What follows belongs to an exercise in optimizing a design on an open flow for a short achievable clock period and few clock cycles per item; a production flow would make more cautious choices. At most, simulation tests tie the RTL to the original design; equivalence was not proved. For runs 2 and 3, only the layout was checked, not whether the RTL still works. No activity file was given, so power comes from the tool's default toggle rates.

[config.mk]
export PLATFORM = sky130hd
export DESIGN_NAME = exec_top
export DESIGN_NICKNAME = exec_top
export VERILOG_FILES = /design/flow/design.v
export SDC_FILE = /design/flow/constraint.sdc
export NUM_CORES = 4
export LEC_CHECK = 0
export ABC_CLOCK_PERIOD_IN_PS = 2000
export CAP_MARGIN = 20
export CORE_MARGIN = 2
export CORE_UTILIZATION = 40
export SETUP_SLACK_MARGIN = 3.2
export SLEW_MARGIN = 20
[constraint.sdc]
create_clock -name core_clock -period 5.5 [get_ports {clk_i}]
set_input_delay 1.1000 -clock core_clock [delete_from_list [all_inputs] [get_ports {clk_i}]]
set_output_delay 1.1000 -clock core_clock [all_outputs]
set_load 0.01 [all_outputs]
[design.v]
`default_nettype none
package exec_pkg;
    typedef logic [32-1:0]      word_t;     
    typedef logic [2*32-1:0]    dword_t;    
    typedef logic [4-1:0] rob_tag_t;  
    typedef logic [2-1:0]      fu_sel_t;   
    typedef logic [3-1:0]      op_t;       
    localparam fu_sel_t FU_ALU = 2'd1;
    localparam fu_sel_t FU_MUL = 2'd2;
    localparam fu_sel_t FU_DIV = 2'd3;
    localparam op_t OP_ADD  = 3'd0;  
    localparam op_t OP_SUB  = 3'd1;
    localparam op_t OP_BEQ  = 3'd2;
    localparam op_t OP_BNE  = 3'd3;
    localparam op_t OP_BLT  = 3'd4;
    localparam op_t OP_BGE  = 3'd5;
    localparam op_t OP_MULH = 3'd1;  
    localparam op_t OP_REM  = 3'd1;  
    typedef enum logic [1:0] {IDLE, BUSY, DONE} seq_state_e;  
    typedef struct packed {rob_tag_t tag; fu_sel_t fu; op_t op; word_t vj; word_t vk;} issue_s;
    typedef struct packed {rob_tag_t tag; op_t op; word_t vj; word_t vk;} fu_req_s;
    typedef struct packed {rob_tag_t tag; word_t value; logic taken;} fu_res_s;
    typedef struct packed {
        logic     valid;
        rob_tag_t tag;
        word_t    value;
        logic     taken;  
    } cdb_s;
endpackage
`default_nettype wire
`default_nettype none
module fu_dispatch (
    input  logic        clk_i,
    input  logic        reset_i,
    input  logic        issue_valid_i,
    input  logic [1:0]  issue_fu_i,
    input  logic [3:0]  issue_tag_i,
    output logic        issue_ready_o,
    input  logic [31:0] alu_value_i,   
    input  logic        alu_taken_i,
    input  logic        div_triv_i,
    input  logic [31:0] div_triv_val_i,
    input  logic        unit_done_i,   
    input  logic [31:0] unit_value_i,
    output logic        mul_start_o,
    output logic        div_start_o,   
    output logic        cdb_valid_o,
    output logic [3:0]  cdb_tag_o,
    output logic [31:0] cdb_value_o,
    output logic        cdb_taken_o
);
    logic       busy_q, ready_q;
    logic [3:0] tag_q;
    logic       accept, is_div, now;
    assign accept      = issue_valid_i & ready_q;
    assign is_div      = (issue_fu_i == 2'd3);
    assign mul_start_o = accept & (issue_fu_i == 2'd2);
    assign div_start_o = accept & is_div & ~div_triv_i;
    assign now         = accept & ~issue_fu_i[1] | accept & is_div & div_triv_i;  
    always_ff @(posedge clk_i or posedge reset_i) begin
        if (reset_i) begin
            busy_q      <= 1'b0;
            ready_q     <= 1'b1;
            cdb_valid_o <= 1'b0;
        end else begin
            busy_q      <= busy_q ? ~unit_done_i : (mul_start_o | div_start_o);
            ready_q     <= busy_q ? unit_done_i : ~(mul_start_o | div_start_o);
            cdb_valid_o <= busy_q ? unit_done_i : now;
        end
    end
    always_ff @(posedge clk_i) begin
        if (ready_q) tag_q <= issue_tag_i;  
        cdb_tag_o   <= ready_q ? issue_tag_i : tag_q;
        cdb_value_o <= busy_q ? unit_value_i : (is_div ? div_triv_val_i : alu_value_i);
        cdb_taken_o <= ~busy_q & ~issue_fu_i[1] & alu_taken_i;
    end
    assign issue_ready_o = ready_q;
endmodule
`default_nettype wire
`default_nettype none
module ks_adder #(
    parameter int W = 32
) (
    input  logic [W-1:0] a_i,
    input  logic [W-1:0] b_i,
    input  logic         cin_i,
    output logic [W-1:0] sum_o,
    output logic         cout_o
);
    localparam int LV = (W < 2) ? 1 : (W < 4) ? 2 : (W < 8) ? 3 : (W < 16) ? 4 :
                        (W < 32) ? 5 : (W < 64) ? 6 : 7;  
    logic [LV:0][W:0] g, p;
    always_comb begin
        g[0][0] = cin_i;
        p[0][0] = 1'b0;
        for (int i = 0; i < W; i++) begin
            g[0][i+1] = a_i[i] & b_i[i];
            p[0][i+1] = a_i[i] ^ b_i[i];
        end
        for (int l = 0; l < LV; l++) begin
            for (int i = 0; i <= W; i++) begin
                if (i >= (1 << l)) begin
                    g[l+1][i] = g[l][i] | (p[l][i] & g[l][i - (1 << l)]);
                    p[l+1][i] = p[l][i] & p[l][i - (1 << l)];
                end else begin
                    g[l+1][i] = g[l][i];
                    p[l+1][i] = p[l][i];
                end
            end
        end
        for (int i = 0; i < W; i++) sum_o[i] = p[0][i+1] ^ g[LV][i];
        cout_o = g[LV][W];
    end
endmodule
module alu_unit (
    input  logic [2:0]  op_i,
    input  logic [31:0] a_i,
    input  logic [31:0] b_i,
    output logic [31:0] value_o,
    output logic        taken_o,
    output logic        mag_lt_o   
);
    logic [31:0] sum, dif;
    logic        cs, cd, eq, lt;
    ks_adder #(.W(32)) add_inst (.a_i(a_i), .b_i(b_i), .cin_i(1'b0), .sum_o(sum), .cout_o(cs));
    ks_adder #(.W(32)) sub_inst (.a_i(a_i), .b_i(~b_i), .cin_i(1'b1), .sum_o(dif), .cout_o(cd));
    assign eq = (a_i == b_i);
    assign lt = a_i[31] ^ ~b_i[31] ^ cd;  
    logic zs;
    assign zs = &((a_i ^ b_i) ~^ {a_i[30:0] | b_i[30:0], 1'b0});
    always_comb begin
        case ({a_i[31], b_i[31]})
            2'b00:   mag_lt_o = lt;
            2'b11:   mag_lt_o = ~lt & ~eq;
            2'b01:   mag_lt_o = sum[31];
            default: mag_lt_o = ~sum[31] & ~zs;
        endcase
    end
    always_comb begin
        value_o = '0;  
        taken_o = 1'b0;
        case (op_i)
            3'd0:    value_o = sum;
            3'd1:    value_o = dif;
            3'd2:    taken_o = eq;
            3'd3:    taken_o = ~eq;
            3'd4:    taken_o = lt;
            3'd5:    taken_o = ~lt;
            default: ;
        endcase
    end
endmodule
`default_nettype wire
`default_nettype none
module booth_mult (
    input  logic        clk_i,
    input  logic [31:0] a_i,     
    input  logic [31:0] b_i,     
    output logic [31:0] lo_o,    
    output logic [31:0] hi_o     
);
    function automatic logic [127:0] csa(input logic [63:0] x, input logic [63:0] y,
                                         input logic [63:0] z);
        logic [63:0] s, c;
        s = x ^ y ^ z;
        c = ((x & y) | (x & z) | (y & z)) << 1;
        csa = {c, s};
    endfunction
    logic [32:0]       bx;  
    logic [63:0]       ae, mag, nb;
    logic [15:0]       neg, one, two;
    logic [16:0][63:0] pp;
    logic [11:0][63:0] l1;
    logic [7:0][63:0]  l2;
    logic [5:0][63:0]  l3;
    logic [3:0][63:0]  l4;
    assign bx = {b_i, 1'b0};
    assign ae = {{32{a_i[31]}}, a_i};
    always_comb begin
        nb = '0;
        for (int i = 0; i < 16; i++) begin
            neg[i] = bx[2*i+2] & ~(bx[2*i+1] & bx[2*i]);
            one[i] = bx[2*i+1] ^ bx[2*i];
            two[i] = (bx[2*i+2] & ~bx[2*i+1] & ~bx[2*i]) | (~bx[2*i+2] & bx[2*i+1] & bx[2*i]);
            mag    = one[i] ? ae : (two[i] ? (ae << 1) : '0);
            pp[i]  = (neg[i] ? ~mag : mag) << (2 * i);
            nb[2*i] = neg[i];
        end
        pp[16] = nb;  
        for (int g = 0; g < 5; g++) {l1[2*g+1], l1[2*g]} = csa(pp[3*g], pp[3*g+1], pp[3*g+2]);
        l1[10] = pp[15];
        l1[11] = pp[16];
        for (int g = 0; g < 4; g++) {l2[2*g+1], l2[2*g]} = csa(l1[3*g], l1[3*g+1], l1[3*g+2]);
        for (int g = 0; g < 2; g++) {l3[2*g+1], l3[2*g]} = csa(l2[3*g], l2[3*g+1], l2[3*g+2]);
        l3[4] = l2[6];
        l3[5] = l2[7];
    end
    logic [5:0][63:0] r1_q;
    always_ff @(posedge clk_i) r1_q <= l3;
    logic [2:0][63:0] l5;
    logic [1:0][63:0] l6;
    always_comb begin
        for (int g = 0; g < 2; g++) {l4[2*g+1], l4[2*g]} = csa(r1_q[3*g], r1_q[3*g+1], r1_q[3*g+2]);
        {l5[1], l5[0]} = csa(l4[0], l4[1], l4[2]);
        l5[2] = l4[3];
        {l6[1], l6[0]} = csa(l5[0], l5[1], l5[2]);
    end
    assign lo_o = l6[0][31:0] + l6[1][31:0];
    logic [1:0][63:0] r2_q;
    always_ff @(posedge clk_i) r2_q <= l6;
    logic [63:0] prod;
    assign prod = r2_q[0] + r2_q[1];
    assign hi_o = prod[63:32];
endmodule
`default_nettype wire
`default_nettype none
module nrd_div (
    input  logic        clk_i,
    input  logic        reset_i,
    input  logic [2:0]  op_i,      
    input  logic [31:0] a_i,       
    input  logic [31:0] b_i,       
    input  logic        start_i,   
    input  logic        mag_lt_i,  
    output logic        triv_o,    
    output logic [31:0] triv_val_o,
    output logic        fix_o,     
    output logic [31:0] value_o
);
    function automatic logic [4:0] lzc32(input logic [31:0] x);
        logic [4:0] n;
        n = 5'd31;
        for (int i = 0; i < 32; i++) if (x[i]) n = 5'(31 - i);
        lzc32 = n;
    endfunction
    logic               sa, sb, bzero, rem;
    logic [31:0]        ma, mb;
    assign sa    = a_i[31];
    assign sb    = b_i[31];
    assign ma    = sa ? -a_i : a_i;
    assign mb    = sb ? -b_i : b_i;
    assign bzero = (b_i == '0);
    assign rem   = (op_i == 3'd1);
    assign triv_o     = bzero | mag_lt_i;
    assign triv_val_o = rem ? a_i : {32{bzero}};  
    logic [31:0] ma_q, mb_q;
    logic [4:0]  lza_q, lzb_q;
    logic        negq1_q, negr1_q, rem1_q;
    always_ff @(posedge clk_i) begin
        ma_q    <= ma;
        mb_q    <= mb;
        lza_q   <= lzc32(ma);
        lzb_q   <= lzc32(mb);
        negq1_q <= sa ^ sb;
        negr1_q <= sa;
        rem1_q  <= rem;
    end
    logic [5:0]  nbits;   
    logic [4:0]  nsteps;  
    logic [31:0] z0, r0;
    assign nbits  = {1'b0, lzb_q} - {1'b0, lza_q} + 6'd1;
    assign nsteps = 5'((nbits + 6'd1) >> 1);
    assign z0     = ma_q << (6'd32 - {nsteps, 1'b0});  
    assign r0     = ma_q >> {nsteps, 1'b0};             
    logic        load_q, run_q, fix_q, last;
    logic [4:0]  cnt_q;
    logic [31:0] z_q, q_q, r_q;
    logic [33:0] d1_q, d2_q, d3_q;
    logic        negq_q, negr_q, rem_q;
    always_ff @(posedge clk_i or posedge reset_i) begin
        if (reset_i) begin
            load_q <= 1'b0;
            run_q  <= 1'b0;
            fix_q  <= 1'b0;
        end else begin
            load_q <= start_i;
            run_q  <= load_q | (run_q & ~last);
            fix_q  <= last;
        end
    end
    assign last = run_q & (cnt_q == 5'd1);
    logic [33:0] r4;
    logic [34:0] t1, t2, t3;  
    logic [1:0]  dig;
    logic [31:0] rn;
    always_comb begin
        r4 = {r_q, z_q[31:30]};
        t1 = {1'b0, r4} - {1'b0, d1_q};
        t2 = {1'b0, r4} - {1'b0, d2_q};
        t3 = {1'b0, r4} - {1'b0, d3_q};
        if (!t3[34]) begin
            dig = 2'd3; rn = t3[31:0];
        end else if (!t2[34]) begin
            dig = 2'd2; rn = t2[31:0];
        end else if (!t1[34]) begin
            dig = 2'd1; rn = t1[31:0];
        end else begin
            dig = 2'd0; rn = r4[31:0];
        end
    end
    always_ff @(posedge clk_i) begin
        if (load_q) begin
            cnt_q  <= nsteps;
            z_q    <= z0;
            r_q    <= r0;
            q_q    <= '0;
            d1_q   <= {2'b00, mb_q};
            d2_q   <= {1'b0, mb_q, 1'b0};
            d3_q   <= {2'b00, mb_q} + {1'b0, mb_q, 1'b0};
            negq_q <= negq1_q;
            negr_q <= negr1_q;
            rem_q  <= rem1_q;
        end else if (run_q) begin
            cnt_q <= cnt_q - 5'd1;
            z_q   <= {z_q[29:0], 2'b00};
            r_q   <= rn;
            q_q   <= {q_q[29:0], dig};
        end
    end
    assign fix_o   = fix_q;
    assign value_o = rem_q ? (negr_q ? -r_q : r_q) : (negq_q ? -q_q : q_q);
endmodule
`default_nettype wire
`default_nettype none
module cdb_arbiter (
    input  logic        mul_lo_done_i,
    input  logic [31:0] mul_lo_i,
    input  logic        mul_hi_done_i,
    input  logic [31:0] mul_hi_i,
    input  logic        div_done_i,
    input  logic [31:0] div_value_i,
    output logic        done_o,
    output logic [31:0] value_o
);
    assign done_o  = mul_lo_done_i | mul_hi_done_i | div_done_i;
    assign value_o = ({32{mul_lo_done_i}} & mul_lo_i)
                   | ({32{mul_hi_done_i}} & mul_hi_i)
                   | ({32{div_done_i}}    & div_value_i);
endmodule
`default_nettype wire
`default_nettype none
module exec_core (
    input  logic             clk_i,
    input  logic             reset_i,
    input  logic             issue_valid_i,
    input  exec_pkg::issue_s issue_i,
    output logic             issue_ready_o,
    output exec_pkg::cdb_s   cdb_o
);
    logic [31:0] alu_value;
    logic        alu_taken, mag_lt;
    alu_unit alu_inst (
        .op_i(issue_i.op), .a_i(issue_i.vj), .b_i(issue_i.vk),
        .value_o(alu_value), .taken_o(alu_taken), .mag_lt_o(mag_lt)
    );
    logic [31:0] mul_lo, mul_hi;
    booth_mult mul_inst (
        .clk_i(clk_i), .a_i(issue_i.vj), .b_i(issue_i.vk), .lo_o(mul_lo), .hi_o(mul_hi)
    );
    logic        mul_start, div_start;
    logic        m1_q, m2_q;  
    logic        mhi_q;       
    always_ff @(posedge clk_i or posedge reset_i) begin
        if (reset_i) begin
            m1_q <= 1'b0;
            m2_q <= 1'b0;
        end else begin
            m1_q <= mul_start;
            m2_q <= m1_q & mhi_q;
        end
    end
    always_ff @(posedge clk_i) begin
        if (!m1_q) mhi_q <= (issue_i.op == 3'd1);  
    end
    logic        div_triv, div_fix;
    logic [31:0] div_triv_val, div_value;
    nrd_div div_inst (
        .clk_i(clk_i), .reset_i(reset_i), .op_i(issue_i.op), .a_i(issue_i.vj), .b_i(issue_i.vk),
        .start_i(div_start), .mag_lt_i(mag_lt), .triv_o(div_triv), .triv_val_o(div_triv_val),
        .fix_o(div_fix), .value_o(div_value)
    );
    logic        unit_done;
    logic [31:0] unit_value;
    cdb_arbiter arb_inst (
        .mul_lo_done_i(m1_q & ~mhi_q), .mul_lo_i(mul_lo), .mul_hi_done_i(m2_q), .mul_hi_i(mul_hi),
        .div_done_i(div_fix), .div_value_i(div_value),
        .done_o(unit_done), .value_o(unit_value)
    );
    fu_dispatch dispatch_inst (
        .clk_i(clk_i), .reset_i(reset_i),
        .issue_valid_i(issue_valid_i), .issue_fu_i(issue_i.fu), .issue_tag_i(issue_i.tag),
        .issue_ready_o(issue_ready_o),
        .alu_value_i(alu_value), .alu_taken_i(alu_taken),
        .div_triv_i(div_triv), .div_triv_val_i(div_triv_val),
        .unit_done_i(unit_done), .unit_value_i(unit_value),
        .mul_start_o(mul_start), .div_start_o(div_start),
        .cdb_valid_o(cdb_o.valid), .cdb_tag_o(cdb_o.tag),
        .cdb_value_o(cdb_o.value), .cdb_taken_o(cdb_o.taken)
    );
endmodule
`default_nettype wire
`default_nettype none
module exec_top (
    input  logic        clk_i,
    input  logic        reset_i,
    input  logic        issue_valid_i,
    input  logic [3:0]  issue_tag_i,
    input  logic [1:0]  issue_fu_i,
    input  logic [2:0]  issue_op_i,
    input  logic [31:0] issue_vj_i,
    input  logic [31:0] issue_vk_i,
    output logic        issue_ready_o,
    output logic        cdb_valid_o,
    output logic [3:0]  cdb_tag_o,
    output logic [31:0] cdb_value_o,
    output logic        cdb_taken_o
);
    exec_pkg::issue_s issue;
    exec_pkg::cdb_s   cdb;
    assign issue.tag = issue_tag_i;
    assign issue.fu  = issue_fu_i;
    assign issue.op  = issue_op_i;
    assign issue.vj  = issue_vj_i;
    assign issue.vk  = issue_vk_i;
    exec_core core_inst (
        .clk_i(clk_i), .reset_i(reset_i),
        .issue_valid_i(issue_valid_i), .issue_i(issue), .issue_ready_o(issue_ready_o),
        .cdb_o(cdb)
    );
    assign cdb_valid_o = cdb.valid;
    assign cdb_tag_o   = cdb.tag;
    assign cdb_value_o = cdb.value;
    assign cdb_taken_o = cdb.taken;
endmodule
`default_nettype wire
[run.sh]
#!/bin/bash
# synth_recipe.tcl (not shown) runs the flow's synth.tcl, then flattens the netlist and writes it again
# the make line also repeats each setting of config.mk as NAME=value (left out here)
make -C /OpenROAD-flow-scripts/flow DESIGN_CONFIG=/design/flow/config.mk WORK_HOME=/design/flow/orfs CLKGATE_MAP_FILE= SYNTH_SCRIPT=/design/flow/synth_recipe.tcl finish
==> summary.md, run 1 <==
The final period demand of the worst path is 4.15 ns. The classification of the worst setup path is reg -> reg. Max-cap violations in this run came to 0.

Routability-driven placement finished with a final weighted congestion of 1.04. The relative area change from synthesis to final layout is 42.5%. For this run, the detailed router's first-pass iteration total came to 6.

The via-per-instance ratio came out at 5.86. The worst hold path endpoint is core_inst.div_inst.negr_q$_DFFE_PP_. 115 I/O pins were placed. Ranked by flip-flop count, first place goes to core_inst.mul_inst.r1_q. In this run, synthesis produced a sequential element count of 686. The insertion delay to the later sink of the worst-skew pair was 0.74 ns; the largest net degree at the start of global routing was 56.

The share of cells above drive strength 1 was 0.371; the max-slew violation count was 0. Capture point of the worst reg-to-reg path: core_inst.dispatch_inst.cdb_value_o[26]$_DFF_P_. The final layout contains 9,215 nets. Final setup violation count: 0. The final number of hold-violating endpoints is 0, and the slew at the pin closest to its max-slew limit is 1.03 ns. The run finished with no timing, DRC or antenna violations. The logs give 0 for the number of DRC violations after detailed routing and 0 for the aggregate global routing overflow. The worst relative slew slack is 0.312, and the number of enable-type register cells in the synthesized netlist is 142.

The die extent in x came out at 411 um. The number of buffers and inverters on the critical path came out at 3. For the count of unique library cells instantiated by Yosys, the log shows 95. The min-delay analysis places its worst path in the category reg -> reg. Timing analysis after detailed placement gives a worst setup slack of -0.223 ns. For the worst-case clock skew, the log shows 0.0520 ns. Cell class contributing the biggest share of worst-path delay: adder cells.

The first-pass GRT wire length came out at 415,000 um. The required time of the worst setup path is 6.08 ns. Setup repair after global routing could not meet its margin everywhere.

After clock tree synthesis, the clock-pin slew on the worst setup and hold paths is 0.06 ns. The run gives 61.0k as the via count of the first global-routing pass. The final instance count without filler cells was 10.4k. The register with the most flip-flops in the layout has 273 of them. The total area inside the core boundary comes to 165,000 um2. After routing, the total negative slack on setup checks comes to 0 ns.

The peak supply drop is 921 uV, and the number of antenna-violating nets in the routed design is 0. The synthesized netlist net count is 8,468. Static timing analysis puts the maximum clock frequency at 0.241 GHz. After detailed routing, the average wire length per cell comes to 28.3 um.

The main flop type after synthesis is dfxtp_1. TritonCTS built the clock tree. The via count of the routed design is 61.0k, and the DRC violation total after the first TritonRoute iteration is 5,887. The critical path starts at core_inst.mul_inst.r1_q[87]$_DFF_P_.

Summed over all nets, the half-perimeter wirelength after detailed placement is 198,000 um. Yosys printed 6 warnings. The overall fraction of global-route tracks in use was 0.334; the critical-path maximum fanout was 4.

The total design power was 0.0521 W. Leaving out fill and tap cells, the most frequent cell in the layout is nor2_1. Beginning of the worst hold path: core_inst.div_inst.negr1_q$_DFF_P_.

Port buffering added 114 buffers. The cell count of the worst hold path is 0, and the leakage power summed over all cells is 39.1 nW. The run gives 84 as the total clock buffers created by CTS. Clock tree synthesis selected as its root buffer the cell clkbuf_16.

The kind of capture point of the worst setup path is a flop. The total wire length after detailed routing was 294,000 um; the cell area after synthesis was 66,300 um2. The run gives 4.73 ns as the signal arrival time at the worst endpoint. For the clock sink count, the log shows 686. The deepest clock path buffer count is 3. The die outline height was 411 um; the number of antenna violations at the first check in global routing was 22. For this run, the slowest stage of the critical path takes 0.60 ns.

Averaged over all synthesized cells, the footprint is 8.97 um2. In this run the register-to-register setup slack is 1.35 ns. The tools report the startpoint type of the worst setup path as a flop.

Leaving out fill and tap cells, the most frequent cells in the layout are nor2_1 (617), buf_4 (548), inv_1 (530), dfxtp_1 (499), xnor2_1 (435). Post-route clock period utilization: 0.755. The register area share after synthesis is 0.229, and the final worst slack is 1.35 ns.

The run gives 149 as the site row count. Walking the worst path, the cells encountered are fa_1, inv_2, fa_1, fa_2, inv_2, ha_4, a21o_1, or3_4, o21ai_4, nand2b_4, a21oi_4, xor2_4, a221oi_2, buf_4, a31oi_4. Dividing total power by cell area gives a power density of 552 nW/um2. The finished cells cover 94,500 um2.

The worst register-to-register path begins at core_inst.mul_inst.r1_q[87]$_DFF_P_. The H-tree level count was 3; the fraction of registers with async set or reset after synthesis was 0.0117. Counting buffers and inverters, the worst setup path is 15 cells deep. For this design, the slowest cell found on the critical path is fa_2.

The total die area was 169,000 um2. Summing all placed instances gives a cell area of 73,800 um2. For the starting density of the core, the log shows 0.403. After detailed placement, the design holds a cell count of 9,481. Cell count of the worst reg-to-reg path: 15.

In the final layout, the registers with the most flip-flops are core_inst.mul_inst.r1_q: 273 flops, core_inst.mul_inst.r2_q: 121 flops, core_inst.div_inst.d3_q: 34 flops. Counting every instance in the synthesized netlist gives 7,392.
[cell usage after synthesis (23+ instances only)]
cell type | instances | area, um2
mux2i_1 | 519 | 5190
o21ai_0 | 254 | 1270
nor4_1 | 30 | 188
fa_1 | 533 | 10700
edfxtp_1 | 142 | 4260
o2bb2ai_1 | 28 | 245
a31oi_1 | 49 | 307
nor3_1 | 115 | 576
and3_1 | 55 | 344
o21a_1 | 34 | 255
xor2_1 | 218 | 1910
nand2_1 | 328 | 1230
nand2b_1 | 60 | 375
and2_1 | 28 | 175
nor2_1 | 829 | 3110
nor2b_1 | 49 | 307
mux2_2 | 26 | 293
buf_1 | 49 | 184
ha_1 | 467 | 5840
a22oi_1 | 37 | 278
a21oi_1 | 370 | 1850
nand3_1 | 83 | 415
or3_1 | 43 | 269
a221oi_1 | 23 | 201
o211ai_1 | 51 | 383
o31ai_1 | 60 | 450
xnor2_1 | 640 | 5610
inv_1 | 733 | 2750
dfxtp_1 | 536 | 10700
a211oi_1 | 102 | 766
a21o_1 | 85 | 638
nand4_1 | 32 | 200
clkbuf_1 | 400 | 1500
o21bai_1 | 29 | 218
[power breakdown]
part / internal (W) / switching, W
combinational: 0.0166 / 0.0217
clock: 0.00340 / 0.00253
sequential: 0.00703 / 0.000827
total: 0.0271 / 0.0250
[metrics by stage]
stage | util | hold WS, ns
after floorplan | - | 0.386
after global placement | 0.447 | 0.387
after detailed placement | 0.448 | 0.389
after CTS | 0.544 | 0.404
after global routing | 0.573 | 0.408
final | 0.573 | 0.404
[kinds of logic after synthesis]
group,count (synthesis),share of synthesized area
AND/OR/NAND/NOR,1748,0.120
XOR/XNOR,858,0.113
multiplexers,563,0.0888
flip-flops,686,0.229
AO/OA/AOI/OAI,1331,0.131
adder cells (fa/ha/maj),1000,0.249
buffers and inverters,1206,0.0685
[worst max-delay path by stage]
| stage | endpoint | slack [ns] |
|---|---|---|
| after floorplan | core_inst.mul_inst.r1_q[42]$_DFF_P_ | 1.39 |
| after global placement | core_inst.dispatch_inst.cdb_value_o[25]$_DFF_P_ | -0.21 |
| after detailed placement | core_inst.dispatch_inst.cdb_value_o[25]$_DFF_P_ | -0.22 |
| after CTS | core_inst.dispatch_inst.cdb_value_o[26]$_DFF_P_ | 1.34 |
| after global routing | core_inst.dispatch_inst.cdb_value_o[26]$_DFF_P_ | 1.30 |
| final | core_inst.dispatch_inst.cdb_value_o[26]$_DFF_P_ | 1.35 |
[metal layers]
metal / share of wire / GRT usage / wire length, um / up-vias
met5: 0.00041 / 0 / 120 / -
met4: 0.085 / 0.214 / 25000 / 18
met3: 0.089 / 0.0682 / 26100 / 992
met2: 0.45 / 0.540 / 134000 / 3111
met1: 0.37 / 0.405 / 110000 / 30300
li1: - / - / - / 26600
[what timing repair did]
item | CTS | global route
cloned | 60 | 10
endpoints found under the hold margin | 0 | 0
buffers inserted | 488 | 203
gates resized for setup | 1869 | 616
hold buffers | 0 | 0
pin swaps | 702 | 475
setup endpoints to repair | 567 | 485
[cell type report]
| cell class | instances | area [um2] |
|---|---|---|
| Clock buffer | 109 | 2320 |
| Clock inverter | 48 | 574 |
| Multi-Input combinational cell | 5504 | 57300 |
| Fill cell | 13500 | 70300 |
| Timing Repair Buffer | 1117 | 13200 |
| Tap cell | 2189 | 2740 |
| Antenna cell | 11 | 27.5 |
| Sequential cell | 686 | 15300 |
| Inverter | 746 | 3060 |
[worst reg2reg max path, delay by kind of cell (launching register included)]
kind	cells	cell delay, ns
and+or+nand+nor	2	0.56
DFF	1	0.32
buffers and inverters	3	0.31
adders and majority gates	4	1.88
AOI/OAI and AO/OA	5	0.77
xor gates and xnor gates	1	0.18
Testbench counts, summed over its fixed seeds: cycles 3,945, items 2,400.
==> run 2: changes to the inputs <==
--- a/design.v
+++ b/design.v
@@ -88,6 +88,5 @@
     output logic         cout_o
 );
-    localparam int LV = (W < 2) ? 1 : (W < 4) ? 2 : (W < 8) ? 3 : (W < 16) ? 4 :
-                        (W < 32) ? 5 : (W < 64) ? 6 : 7;  
+    localparam int LV = $clog2(W + 1);
     logic [LV:0][W:0] g, p;
     always_comb begin
==> summary.md, run 2 <==
The run finished with no timing, DRC or antenna violations. The placed wire-length estimate is 198,000 um (unchanged), and the clock transition time at the flip-flop clock pins of the worst setup and hold paths is 0.06 ns (about the same). In the layout the commonest cells are nor2_1 (617), buf_4 (548), inv_1 (530), dfxtp_1 (499), xnor2_1 (435).

The tools report the leakage power summed over all cells as 39.1 nW (unchanged). The run gives 0.74 ns (about the same) as the insertion delay to the later sink of the worst-skew pair. The run gives 15,300 um2 (unchanged) as the register area.

Main flop type after synthesis: dfxtp_1. The required time of the worst setup path was 6.08 ns (about the same); the via count of the first global-routing pass was 61.0k (unchanged). The run gives 0.114 (about the same) as the clock share of power. The final net count was 9,215 (unchanged); the achievable clock frequency was 0.241 GHz (unchanged).

The logs give 1.35 ns (about the same) for the worst setup slack for register-to-register paths and 0.0250 W (unchanged) for the switching component of the power. The logs give 169,000 um2 (unchanged) for the total die area and 57,300 um2 (unchanged) for the area of the multi-input gates. The proportion of power drawn by flip-flops and latches is 0.151 (about the same), and the final period demand of the worst path is 4.15 ns (unchanged).

The run gives 0 (unchanged) as the aggregate global routing overflow. The relative area change from synthesis to final layout is 42.5% (unchanged). The die extent in x is 411 um (unchanged).

The count of mapped cells out of synthesis is 7,392 (unchanged), and the slew at the pin closest to its max-slew limit is 1.03 ns (unchanged). The share of cells above drive strength 1 came out at 0.371 (unchanged). The overall fraction of global-route tracks in use was 0.334 (unchanged); the signal arrival time at the worst endpoint was 4.73 ns (about the same). The run gives 0.736 (about the same) as the combinational power share. Total clock buffers created by CTS: 84 (unchanged).

The commonest cells after synthesis are nor2_1 (829), inv_1 (733), xnor2_1 (640). The cell taking the most area after synthesis is dfxtp_1. The run gives 165,000 um2 (unchanged) as the area of the placeable core.

The largest registers in the layout are core_inst.mul_inst.r1_q: 273 flops, core_inst.mul_inst.r2_q: 121 flops, core_inst.div_inst.d3_q: 34 flops. The worst-case clock skew came out at 0.0520 ns (unchanged). The cell class contributing the biggest share of worst-path delay is adder cells. Setup repair after global routing could not meet its margin everywhere. The instance area after placement was 73,800 um2 (unchanged); the average cell area after synthesis was 8.97 um2 (unchanged). The critical path is of the reg -> reg type.

The tools report the count of unique library cells instantiated by Yosys as 95 (unchanged). The deepest clock path buffer count was 3 (unchanged); the number of antenna-violating nets in the routed design was 0 (unchanged). The flip-flop count of the largest register after layout works out to 273 (unchanged). The logs give 115 (unchanged) for the top-level port count and 6 (unchanged) for the count of synthesis-stage warnings from yosys. The tools report the fill cell total of the finished layout as 13.5k (unchanged). The path class of the lowest-slack min-delay path is reg -> reg. Traced cell by cell, the critical path runs through fa_1, inv_2, fa_1, fa_2, inv_2, ha_4, a21o_1, or3_4, o21ai_4, nand2b_4, a21oi_4, xor2_4, a221oi_2, buf_4, a31oi_4. The run gives 294,000 um (unchanged) as the total wire length after detailed routing. The tools report the max-slew violation count as 0 (unchanged). The logs give 0.312 (unchanged) for the worst relative slew slack and 0 (unchanged) for the final setup violation count. The master of the slowest instance on the critical path is fa_2. The run gives 0.0271 W (unchanged) as the internal power summed over all cells. The number of DRC violations after detailed routing was 0 (unchanged). Ranked by total cell area, the synthesized netlist is headed by dfxtp_1 (16%), fa_1 (16%), ha_1 (8.8%), xnor2_1 (8.4%), mux2i_1 (7.8%).

The first-pass GRT wire length is 415,000 um (unchanged), and the net switching fraction of the power is 0.481 (unchanged). The logs give 56 (unchanged) for the largest net degree at the start of global routing and 0 (unchanged) for the final number of hold-violating endpoints. The power density relative to cell area was 552 nW/um2 (unchanged); the number of antenna violations at the first check in global routing was 22 (unchanged). The synthesized flop and latch total was 686 (unchanged); the DRC violation total after the first TritonRoute iteration was 5,887 (unchanged). core_inst.mul_inst.r1_q holds more flip-flops than any other register. The H-tree level count is 3 (unchanged), and the final RePlAce weighted congestion is 1.04 (unchanged). TritonCTS built the clock tree. The maximum cell stage delay along the critical path works out to 0.60 ns (about the same).

The worst setup path is launched from a flop. The run gives 6 (unchanged) as the first-pass iteration count of the detailed router. Among all cell types in the netlist, the one instantiated most often is nor2_1. The worst setup path is captured at a flop. The number of buffers and inverters on the critical path was 3 (unchanged); the post-route clock period utilization was 0.755 (unchanged). The run gives 0.573 (unchanged) as the end-of-flow core utilization. Leaving out fill and tap cells, the most frequent cell in the layout is nor2_1.

The wire length per cell came out at 28.3 um (unchanged). The total of hold buffers inserted after clock tree synthesis is 0 (unchanged), and the starting density of the core is 0.403 (unchanged). Number of enable-type register cells in the synthesized netlist: 142 (unchanged). The count of port buffers added during placement was 114 (unchanged); the final design area excluding fillers was 94,500 um2 (unchanged). The critical-path maximum fanout works out to 4 (unchanged). The logs give 8,468 (unchanged) for the synthesized netlist net count and 61.0k (unchanged) for the via count of the routed design. The cell at the root of the clock tree was clkbuf_16. For the site row count, the log shows 149 (unchanged). The share of the synthesized area in the top cell type is 0.162 (unchanged).

Register area share after synthesis: 0.229 (unchanged). The clock sink count is 686 (unchanged), and the max capacitance violation total is 0 (unchanged). For the peak supply drop, the log shows 921 uV (unchanged). The run gives 66,300 um2 (unchanged) as the cell area after synthesis.

The via-per-instance ratio came out at 5.86 (unchanged). The fraction of registers with async set or reset after synthesis was 0.0117 (unchanged); the die outline height was 411 um (unchanged).
## run 2: cell counts after synthesis
Identical to the previous run, type by type.
## run 2: repair_timing
action,4_1_cts,5_1_grt
gates resized for setup,1869,616
endpoints found under the setup margin,567,485
setup buffers,488,203
pin swaps,702,475
cloned,60,10
## run 2: power by group through the flow
stage	Clock, W	Combinational, W	Sequential (W)
detailed placement	0	0.0294	0.00792
floorplan	0	0.0190	0.00760
global placement	0	0.0287	0.00791
global route	0.00619	0.0407	0.00797
CTS	0.00598	0.0355	0.00783
finish	0.00593	0.0383	0.00785
## run 2: logic make-up (layout without fill, tap and decap cells)
logic type | Yosys count | in the layout | share of synthesized area
DFF | 686 | 686 | 0.229
xor gates and xnor gates | 858 | 860 | 0.113
muxes | 563 | 563 | 0.0888
AOI/OAI and AO/OA | 1331 | 1331 | 0.131
adders and majority gates | 1000 | 1000 | 0.249
and+or+nand+nor | 1748 | 1750 | 0.120
other | 0 | 11 | 0
buffers and inverters | 1206 | 2020 | 0.0685
## run 2: final cells by class
type                       instances  area share
tap                             2189      0.0290
timing repair buffer            1117       0.140
inverter                         746      0.0324
clock inverter                    48     0.00608
multi-input combinational       5504       0.606
clock buffer                     109      0.0245
antenna                           11    0.000291
sequential                       686       0.162
## run 2: worst reg2reg max path: stages (launching register included)
cell and delay, ns:
dfxtp_2 0.32, fa_1 0.54, inv_2 0.04, fa_1 0.49
fa_2 0.60, inv_2 0.08, ha_4 0.25, a21o_1 0.22
or3_4 0.39, o21ai_4 0.17, nand2b_4 0.17, a21oi_4 0.07
xor2_4 0.18, a221oi_2 0.27, buf_4 0.19, a31oi_4 0.04
## run 2: worst paths after layout
check / from / to / cells past startpoint
worst max-delay path: core_inst.mul_inst.r1_q[87]$_DFF_P_ / core_inst.dispatch_inst.cdb_value_o[26]$_DFF_P_ / 15
worst min-delay path: core_inst.div_inst.negr1_q$_DFF_P_ / core_inst.div_inst.negr_q$_DFFE_PP_ / 0
worst max register to register: core_inst.mul_inst.r1_q[87]$_DFF_P_ / core_inst.dispatch_inst.cdb_value_o[26]$_DFF_P_ / 15
worst min register to register: core_inst.div_inst.negr1_q$_DFF_P_ / core_inst.div_inst.negr_q$_DFFE_PP_ / 0
max in group asynchronous: reset_i / core_inst.div_inst.load_q$_DFF_PP0_ / 2
min in group asynchronous: reset_i / core_inst.m2_q$_DFF_PP0_ / 2
## run 2: per-layer routing
metal,global-route usage,wire (um),vias to the layer above
met4,0.214,25000,18
met3,0.0682,26100,992
met2,0.540,134000,3111
li1,-,-,26600
met5,0,120,-
met1,0.405,110000,30300
## run 2: metrics by stage
step / hold slack, ns / setup slack, ns / cells / TNS, ns / total power [W]
final: 0.404 / 1.35 / 10400 / 0 / 0.0521
after detailed placement: 0.389 / -0.223 / 9481 / -0.642 / 0.0373
after global placement: 0.387 / -0.212 / 9480 / -0.312 / 0.0366
after CTS: 0.404 / 1.34 / 10200 / 0 / 0.0493
after floorplan: 0.386 / 1.39 / 7392 / 0 / 0.0266
after global routing: 0.408 / 1.30 / 10400 / 0 / 0.0549
==> run 3: changes to the inputs <==
--- a/design.v
+++ b/design.v
@@ -79,37 +79,4 @@
 `default_nettype wire
 `default_nettype none
-module ks_adder #(
-    parameter int W = 32
-) (
-    input  logic [W-1:0] a_i,
-    input  logic [W-1:0] b_i,
-    input  logic         cin_i,
-    output logic [W-1:0] sum_o,
-    output logic         cout_o
-);
-    localparam int LV = $clog2(W + 1);
-    logic [LV:0][W:0] g, p;
-    always_comb begin
-        g[0][0] = cin_i;
-        p[0][0] = 1'b0;
-        for (int i = 0; i < W; i++) begin
-            g[0][i+1] = a_i[i] & b_i[i];
-            p[0][i+1] = a_i[i] ^ b_i[i];
-        end
-        for (int l = 0; l < LV; l++) begin
-            for (int i = 0; i <= W; i++) begin
-                if (i >= (1 << l)) begin
-                    g[l+1][i] = g[l][i] | (p[l][i] & g[l][i - (1 << l)]);
-                    p[l+1][i] = p[l][i] & p[l][i - (1 << l)];
-                end else begin
-                    g[l+1][i] = g[l][i];
-                    p[l+1][i] = p[l][i];
-                end
-            end
-        end
-        for (int i = 0; i < W; i++) sum_o[i] = p[0][i+1] ^ g[LV][i];
-        cout_o = g[LV][W];
-    end
-endmodule
 module alu_unit (
     input  logic [2:0]  op_i,
@@ -117,23 +84,12 @@
     input  logic [31:0] b_i,
     output logic [31:0] value_o,
-    output logic        taken_o,
-    output logic        mag_lt_o   
+    output logic        taken_o
 );
     logic [31:0] sum, dif;
-    logic        cs, cd, eq, lt;
-    ks_adder #(.W(32)) add_inst (.a_i(a_i), .b_i(b_i), .cin_i(1'b0), .sum_o(sum), .cout_o(cs));
-    ks_adder #(.W(32)) sub_inst (.a_i(a_i), .b_i(~b_i), .cin_i(1'b1), .sum_o(dif), .cout_o(cd));
-    assign eq = (a_i == b_i);
-    assign lt = a_i[31] ^ ~b_i[31] ^ cd;  
-    logic zs;
-    assign zs = &((a_i ^ b_i) ~^ {a_i[30:0] | b_i[30:0], 1'b0});
-    always_comb begin
-        case ({a_i[31], b_i[31]})
-            2'b00:   mag_lt_o = lt;
-            2'b11:   mag_lt_o = ~lt & ~eq;
-            2'b01:   mag_lt_o = sum[31];
-            default: mag_lt_o = ~sum[31] & ~zs;
-        endcase
-    end
+    logic        eq, lt;
+    assign sum = a_i + b_i;  
+    assign dif = a_i - b_i;
+    assign eq  = (a_i == b_i);
+    assign lt  = ($signed(a_i) < $signed(b_i));
     always_comb begin
         value_o = '0;  
@@ -156,6 +112,5 @@
     input  logic [31:0] a_i,     
     input  logic [31:0] b_i,     
-    output logic [31:0] lo_o,    
-    output logic [31:0] hi_o     
+    output logic [63:0] prod_o   
 );
     function automatic logic [127:0] csa(input logic [63:0] x, input logic [63:0] y,
@@ -172,6 +127,4 @@
     logic [11:0][63:0] l1;
     logic [7:0][63:0]  l2;
-    logic [5:0][63:0]  l3;
-    logic [3:0][63:0]  l4;
     assign bx = {b_i, 1'b0};
     assign ae = {{32{a_i[31]}}, a_i};
@@ -191,24 +144,23 @@
         l1[11] = pp[16];
         for (int g = 0; g < 4; g++) {l2[2*g+1], l2[2*g]} = csa(l1[3*g], l1[3*g+1], l1[3*g+2]);
-        for (int g = 0; g < 2; g++) {l3[2*g+1], l3[2*g]} = csa(l2[3*g], l2[3*g+1], l2[3*g+2]);
-        l3[4] = l2[6];
-        l3[5] = l2[7];
     end
-    logic [5:0][63:0] r1_q;
-    always_ff @(posedge clk_i) r1_q <= l3;
+    logic [7:0][63:0] r1_q;
+    always_ff @(posedge clk_i) r1_q <= l2;
+    logic [5:0][63:0] l3;
+    logic [3:0][63:0] l4;
     logic [2:0][63:0] l5;
     logic [1:0][63:0] l6;
     always_comb begin
-        for (int g = 0; g < 2; g++) {l4[2*g+1], l4[2*g]} = csa(r1_q[3*g], r1_q[3*g+1], r1_q[3*g+2]);
+        for (int g = 0; g < 2; g++) {l3[2*g+1], l3[2*g]} = csa(r1_q[3*g], r1_q[3*g+1], r1_q[3*g+2]);
+        l3[4] = r1_q[6];
+        l3[5] = r1_q[7];
+        for (int g = 0; g < 2; g++) {l4[2*g+1], l4[2*g]} = csa(l3[3*g], l3[3*g+1], l3[3*g+2]);
         {l5[1], l5[0]} = csa(l4[0], l4[1], l4[2]);
         l5[2] = l4[3];
         {l6[1], l6[0]} = csa(l5[0], l5[1], l5[2]);
     end
-    assign lo_o = l6[0][31:0] + l6[1][31:0];
     logic [1:0][63:0] r2_q;
     always_ff @(posedge clk_i) r2_q <= l6;
-    logic [63:0] prod;
-    assign prod = r2_q[0] + r2_q[1];
-    assign hi_o = prod[63:32];
+    assign prod_o = r2_q[0] + r2_q[1];
 endmodule
 `default_nettype wire
@@ -221,5 +173,4 @@
     input  logic [31:0] b_i,       
     input  logic        start_i,   
-    input  logic        mag_lt_i,  
     output logic        triv_o,    
     output logic [31:0] triv_val_o,
@@ -233,13 +184,25 @@
         lzc32 = n;
     endfunction
-    logic               sa, sb, bzero, rem;
+    logic               sa, sb, bzero, mag_lt, rem;
+    logic signed [33:0] ae, be, sab;
     logic [31:0]        ma, mb;
     assign sa    = a_i[31];
     assign sb    = b_i[31];
+    assign ae    = {{2{a_i[31]}}, a_i};
+    assign be    = {{2{b_i[31]}}, b_i};
+    assign sab   = ae + be;
     assign ma    = sa ? -a_i : a_i;
     assign mb    = sb ? -b_i : b_i;
     assign bzero = (b_i == '0);
     assign rem   = (op_i == 3'd1);
-    assign triv_o     = bzero | mag_lt_i;
+    always_comb begin
+        case ({sa, sb})
+            2'b00:   mag_lt = (ae < be);
+            2'b11:   mag_lt = (be < ae);
+            2'b01:   mag_lt = (sab < 0);
+            default: mag_lt = (sab > 0);
+        endcase
+    end
+    assign triv_o     = bzero | mag_lt;
     assign triv_val_o = rem ? a_i : {32{bzero}};  
     logic [31:0] ma_q, mb_q;
@@ -323,8 +286,7 @@
 `default_nettype none
 module cdb_arbiter (
-    input  logic        mul_lo_done_i,
-    input  logic [31:0] mul_lo_i,
-    input  logic        mul_hi_done_i,
-    input  logic [31:0] mul_hi_i,
+    input  logic        mul_done_i,
+    input  logic        mul_hi_i,
+    input  logic [63:0] prod_i,
     input  logic        div_done_i,
     input  logic [31:0] div_value_i,
@@ -332,8 +294,6 @@
     output logic [31:0] value_o
 );
-    assign done_o  = mul_lo_done_i | mul_hi_done_i | div_done_i;
-    assign value_o = ({32{mul_lo_done_i}} & mul_lo_i)
-                   | ({32{mul_hi_done_i}} & mul_hi_i)
-                   | ({32{div_done_i}}    & div_value_i);
+    assign done_o  = mul_done_i | div_done_i;
+    assign value_o = mul_done_i ? (mul_hi_i ? prod_i[63:32] : prod_i[31:0]) : div_value_i;
 endmodule
 `default_nettype wire
@@ -348,16 +308,16 @@
 );
     logic [31:0] alu_value;
-    logic        alu_taken, mag_lt;
+    logic        alu_taken;
     alu_unit alu_inst (
         .op_i(issue_i.op), .a_i(issue_i.vj), .b_i(issue_i.vk),
-        .value_o(alu_value), .taken_o(alu_taken), .mag_lt_o(mag_lt)
+        .value_o(alu_value), .taken_o(alu_taken)
     );
-    logic [31:0] mul_lo, mul_hi;
+    logic [63:0] prod;
     booth_mult mul_inst (
-        .clk_i(clk_i), .a_i(issue_i.vj), .b_i(issue_i.vk), .lo_o(mul_lo), .hi_o(mul_hi)
+        .clk_i(clk_i), .a_i(issue_i.vj), .b_i(issue_i.vk), .prod_o(prod)
     );
     logic        mul_start, div_start;
     logic        m1_q, m2_q;  
-    logic        mhi_q;       
+    logic        mhi1_q, mhi2_q;
     always_ff @(posedge clk_i or posedge reset_i) begin
         if (reset_i) begin
@@ -366,9 +326,10 @@
         end else begin
             m1_q <= mul_start;
-            m2_q <= m1_q & mhi_q;
+            m2_q <= m1_q;
         end
     end
     always_ff @(posedge clk_i) begin
-        if (!m1_q) mhi_q <= (issue_i.op == 3'd1);  
+        mhi1_q <= (issue_i.op == 3'd1);  
+        mhi2_q <= mhi1_q;
     end
     logic        div_triv, div_fix;
@@ -376,5 +337,5 @@
     nrd_div div_inst (
         .clk_i(clk_i), .reset_i(reset_i), .op_i(issue_i.op), .a_i(issue_i.vj), .b_i(issue_i.vk),
-        .start_i(div_start), .mag_lt_i(mag_lt), .triv_o(div_triv), .triv_val_o(div_triv_val),
+        .start_i(div_start), .triv_o(div_triv), .triv_val_o(div_triv_val),
         .fix_o(div_fix), .value_o(div_value)
     );
@@ -382,5 +343,5 @@
     logic [31:0] unit_value;
     cdb_arbiter arb_inst (
-        .mul_lo_done_i(m1_q & ~mhi_q), .mul_lo_i(mul_lo), .mul_hi_done_i(m2_q), .mul_hi_i(mul_hi),
+        .mul_done_i(m2_q), .mul_hi_i(mhi2_q), .prod_i(prod),
         .div_done_i(div_fix), .div_value_i(div_value),
         .done_o(unit_done), .value_o(unit_value)
==> summary.md, run 3 <==
The tools report the via count of the routed design as 61.4k (+0.70%). The number of buffers and inverters on the critical path works out to 4 (+1). The run gives 9,185 (-0.33%) as the final net count. The critical-path maximum fanout is 36 (+32). The die extent in x works out to 413 um (+0.32%). The run gives 0 (unchanged) as the aggregate global routing overflow.

The critical path goes through buf_2, buf_4, ha_1, a21oi_1, o31ai_2, o211a_1, o31a_1, o211ai_1, a311oi_1, buf_4, buf_4, o22ai_4, a22oi_2, o21ai_1, a22o_1. The logs give 170,000 um2 (+0.65%) for the total die area and 0.349 (+0.0147) for the overall fraction of global-route tracks in use. The peak supply drop came out at 696 uV (-24%).

The cell total after placement was 9,526 (+0.47%). The path class of the lowest-slack min-delay path was reg -> reg. The total of hold buffers inserted after clock tree synthesis is 0 (unchanged).

Average cell area after synthesis: 8.98 um2 (about the same). The final number of hold-violating endpoints is 0 (unchanged). The run gives 149 (unchanged) as the site row count. The clock sink count was 744 (+8.5%).

The post-route clock period utilization is 0.690 (-0.0646). The via-per-instance ratio was 5.90 (+0.71%). For the starting density of the core, the log shows 0.404 (+0.00125).

The tools report the fill cell total of the finished layout as 13.9k (+2.5%). The share of the synthesized area in the top cell type is 0.178 (+0.0166). The largest registers in the layout are core_inst.mul_inst.r1_q: 329 flops, core_inst.mul_inst.r2_q: 123 flops, core_inst.div_inst.d3_q: 34 flops.

The run finished with no timing, DRC or antenna violations. Count of unique library cells instantiated by Yosys: 91 (-4.2%). TritonCTS built the clock tree. dfxtp_1 takes more of the synthesized area than any other cell. For the number of DRC violations after detailed routing, the log shows 0 (unchanged). The final period demand of the worst path is 3.80 ns (-0.355 ns), and the synthesized netlist net count is 8,488 (+0.24%).

The worst setup path is of the in -> reg kind. The worst setup slack after placement is 0.105 ns (+0.328 ns). The most instantiated library cell after synthesis was inv_1. The top-level port count was 115 (unchanged); the fraction of registers with async set or reset after synthesis was 0.0108 (-0.000909). Max capacitance violation total: 0 (unchanged). The slew at the pin closest to its max-slew limit came out at 1.04 ns (+0.00767 ns). The signal arrival time at the worst endpoint was 4.41 ns (-0.32 ns); the count of port buffers added during placement was 114 (unchanged). By area the synthesized netlist is led by dfxtp_1 (18%), fa_1 (16%), ha_1 (8.2%), xnor2_1 (7.4%), mux2i_1 (6.5%).

The deepest clock path buffer count came out at 3 (unchanged). Most common cell type on the critical path: buf_4. The tools report the final setup violation count as 0 (unchanged). The maximum cell stage delay along the critical path works out to 0.68 ns (+0.08 ns). The logs give 0 ns (unchanged) for the setup TNS and 432,000 um (+4.3%) for the first-pass GRT wire length.

Number of antenna-violating nets in the routed design: 0 (unchanged). In the layout the commonest cells are inv_1 (565), buf_4 (541), nor2_1 (524), dfxtp_1 (511), xnor2_1 (366). Wire length per cell: 29.2 um (+3.4%).

core_inst.mul_inst.r1_q holds more flip-flops than any other register. STA classifies the critical path endpoint as a flop. The tools report the post-route worst hold slack as 0.358 ns (-0.0466 ns).

The final worst slack is 1.70 ns (+0.355 ns), and the worst relative slew slack is 0.304 (-0.00835). Setup repair after global routing could not meet its margin everywhere. The clock transition time at the flip-flop clock pins of the worst setup and hold paths was 0.06 ns (about the same). The share of cells above drive strength 1 came out at 0.377 (+0.00516). The cell area after synthesis was 66,800 um2 (+0.65%). The cell class contributing the biggest share of worst-path delay was compound AO/OA/AOI/OAI gates.

The startpoint type of the worst setup path was a primary input. After synthesis, the most frequently instantiated cells are inv_1 (808), nor2_1 (722), dfxtp_1 (595). The run gives 5 (-1) as the count of synthesis-stage warnings from yosys. For the total wire length after detailed routing, the log shows 304,000 um (+3.4%). The area of the placeable core was 165,000 um2 (+0.34%). The DRC violation total after the first TritonRoute iteration is 6,428 (+9.2%), and the first-pass iteration count of the detailed router is 10 (+4). The run gives 203,000 um (+2.7%) as the placed wire-length estimate.

The final instance count without filler cells was 10.4k (-0.0096%); the relative area change from synthesis to final layout was 41.5%. Flip-flop count of the largest register after layout: 329 (+21%). The slowest stage of the critical path is the buf_4 cell. The total clock buffers created by CTS is 90 (+7.1%). The register area share after synthesis is 0.245 (+0.0158). Power density relative to cell area: 631 nW/um2 (+14%). For the insertion delay to the later sink of the worst-skew pair, the log shows 0.74 ns (about the same).

The die outline height is 413 um (+0.32%). The synthesized flop and latch total was 744 (+8.5%). The number of enable-type register cells in the synthesized netlist was 141 (-0.70%). Leaving out fill and tap cells, the most frequent cell in the layout is inv_1. The final RePlAce weighted congestion is 1.01 (-3.6%), and the required time of the worst setup path is 6.11 ns (+0.03 ns). Main flop type after synthesis: dfxtp_1. Worst-case clock skew: 0.0375 ns (-0.0145 ns). The count of mapped cells out of synthesis was 7,438 (+0.62%).

The tools report the max-slew violation count as 0 (unchanged). The number of antenna violations at the first check in global routing was 22 (unchanged). The tree is rooted in a clkbuf_16. The H-tree level count is 3 (unchanged).

The logs give 77 (+38%) for the largest net degree at the start of global routing and 0.263 GHz (+9.4%) for the achievable clock frequency. The logs give 61.5k (+0.77%) for the via count of the first global-routing pass and 39.5 nW (+1.0%) for the leakage power summed over all cells.
run 3: logic make-up after synthesis:
group / Yosys count / synth area share
multiplexers: 469 / 0.0725
AND/OR/NAND/NOR: 1604 / 0.110
flip-flops: 744 / 0.245
adder cells (fa/ha/maj): 974 / 0.243
XOR/XNOR: 855 / 0.112
buffers and inverters: 1287 / 0.0725
AO/OA/AOI/OAI: 1505 / 0.146
run 3: per-stage QoR:
step | util | total power (W) | instance area, um2
4_1_cts | 0.547 | 0.0571 | 90500
6_report | 0.571 | 0.0596 | 94500
2_1_floorplan | - | 0.0331 | 72400
5_1_grt | 0.571 | 0.0640 | 94500
3_5_place_dp | 0.453 | 0.0451 | 74900
3_3_place_gp | 0.453 | 0.0443 | 74900
run 3: routing by layer:
metal / vias to the layer above / track usage / routed length, um
met1: 30900 / 0.461 / 122000
met2: 3097 / 0.536 / 133000
li1: 26600 / - / -
met5: - / 0 / 27
met4: 4 / 0.174 / 20000
met3: 816 / 0.0755 / 29400
run 3: layout make-up:
class,count,area [um2],area share
multi-input cells,5411,55900,0.592
repair buffers,1064,12700,0.135
inverters,822,3400,0.0360
flip-flops and latches,744,16500,0.175
clock buffers,123,2540,0.0269
clock inverters,43,591,0.00625
well taps,2189,2740,0.0290
diodes,11,27.5,0.000291
repair inverters,2,17.5,0.000185
run 3: path summary, 6_finish.rpt:
kind / cells after the start / slack (ns) / to / from
min in group asynchronous: 2 / 0.72 / core_inst.dispatch_inst.busy_q$_DFF_PP0_ / reset_i
worst max register to register: 15 / 1.81 / core_inst.div_inst.r_q[19]$_DFFE_PP_ / core_inst.div_inst.d3_q[0]$_DFFE_PP_
worst min-delay path: 0 / 0.36 / core_inst.m2_q$_DFF_PP0_ / core_inst.m1_q$_DFF_PP0_
worst max-delay path: 15 / 1.70 / core_inst.dispatch_inst.cdb_value_o[30]$_DFF_P_ / issue_vj_i[20]
max in group asynchronous: 2 / 4.51 / core_inst.dispatch_inst.ready_q$_DFF_PP1_ / reset_i
worst min register to register: 0 / 0.36 / core_inst.m2_q$_DFF_PP0_ / core_inst.m1_q$_DFF_PP0_
run 3: report_power, final:
group	leakage, nW	switching, W	internal (W)
Sequential	6.46	0.00188	0.00875
Combinational	31.5	0.0238	0.0188
Clock	1.52	0.00271	0.00373
Total	39.5	0.0284	0.0313
run 3: what timing repair did:
action / CTS / global route
gates resized for setup: 1831 / 576
setup endpoints to repair: 695 / 623
setup buffers: 483 / 152
pin swaps: 602 / 379
gates cloned: 66 / 5

-- port drivers added, routing unchanged --
In the flow no input, the clock included, has a driving cell. The finished layouts below were timed again as built, in two steps.
Step 1 assumes that a clkbuf_16 drives the clock port and a buf_2 every other input.
Step 2 adds t to the input delays and takes it off the output delays; t is the mean of the earliest and latest rising clock arrival at the registers after step 1. Input paths then give back, and output paths get back, about the clock's delay inside the block.
Slacks: ideal ports / drivers / drivers and shift; pairs: ideal ports / drivers.
run	t (ns)	setup slack, ns	slew at the worst register clock pin (ns)
run 1	0.794	1.347 / 1.347 / 0.871	0.08 / 0.08
run 2	0.794	1.347 / 1.347 / 0.871	0.08 / 0.08
run 3	0.802	1.703 / 1.755 / 0.953	0.08 / 0.08
After both steps every run listed still meets setup and hold. The setup slack of run 3, which loses most, moves by +0.052 ns with the drivers and by -0.750 ns with both steps.
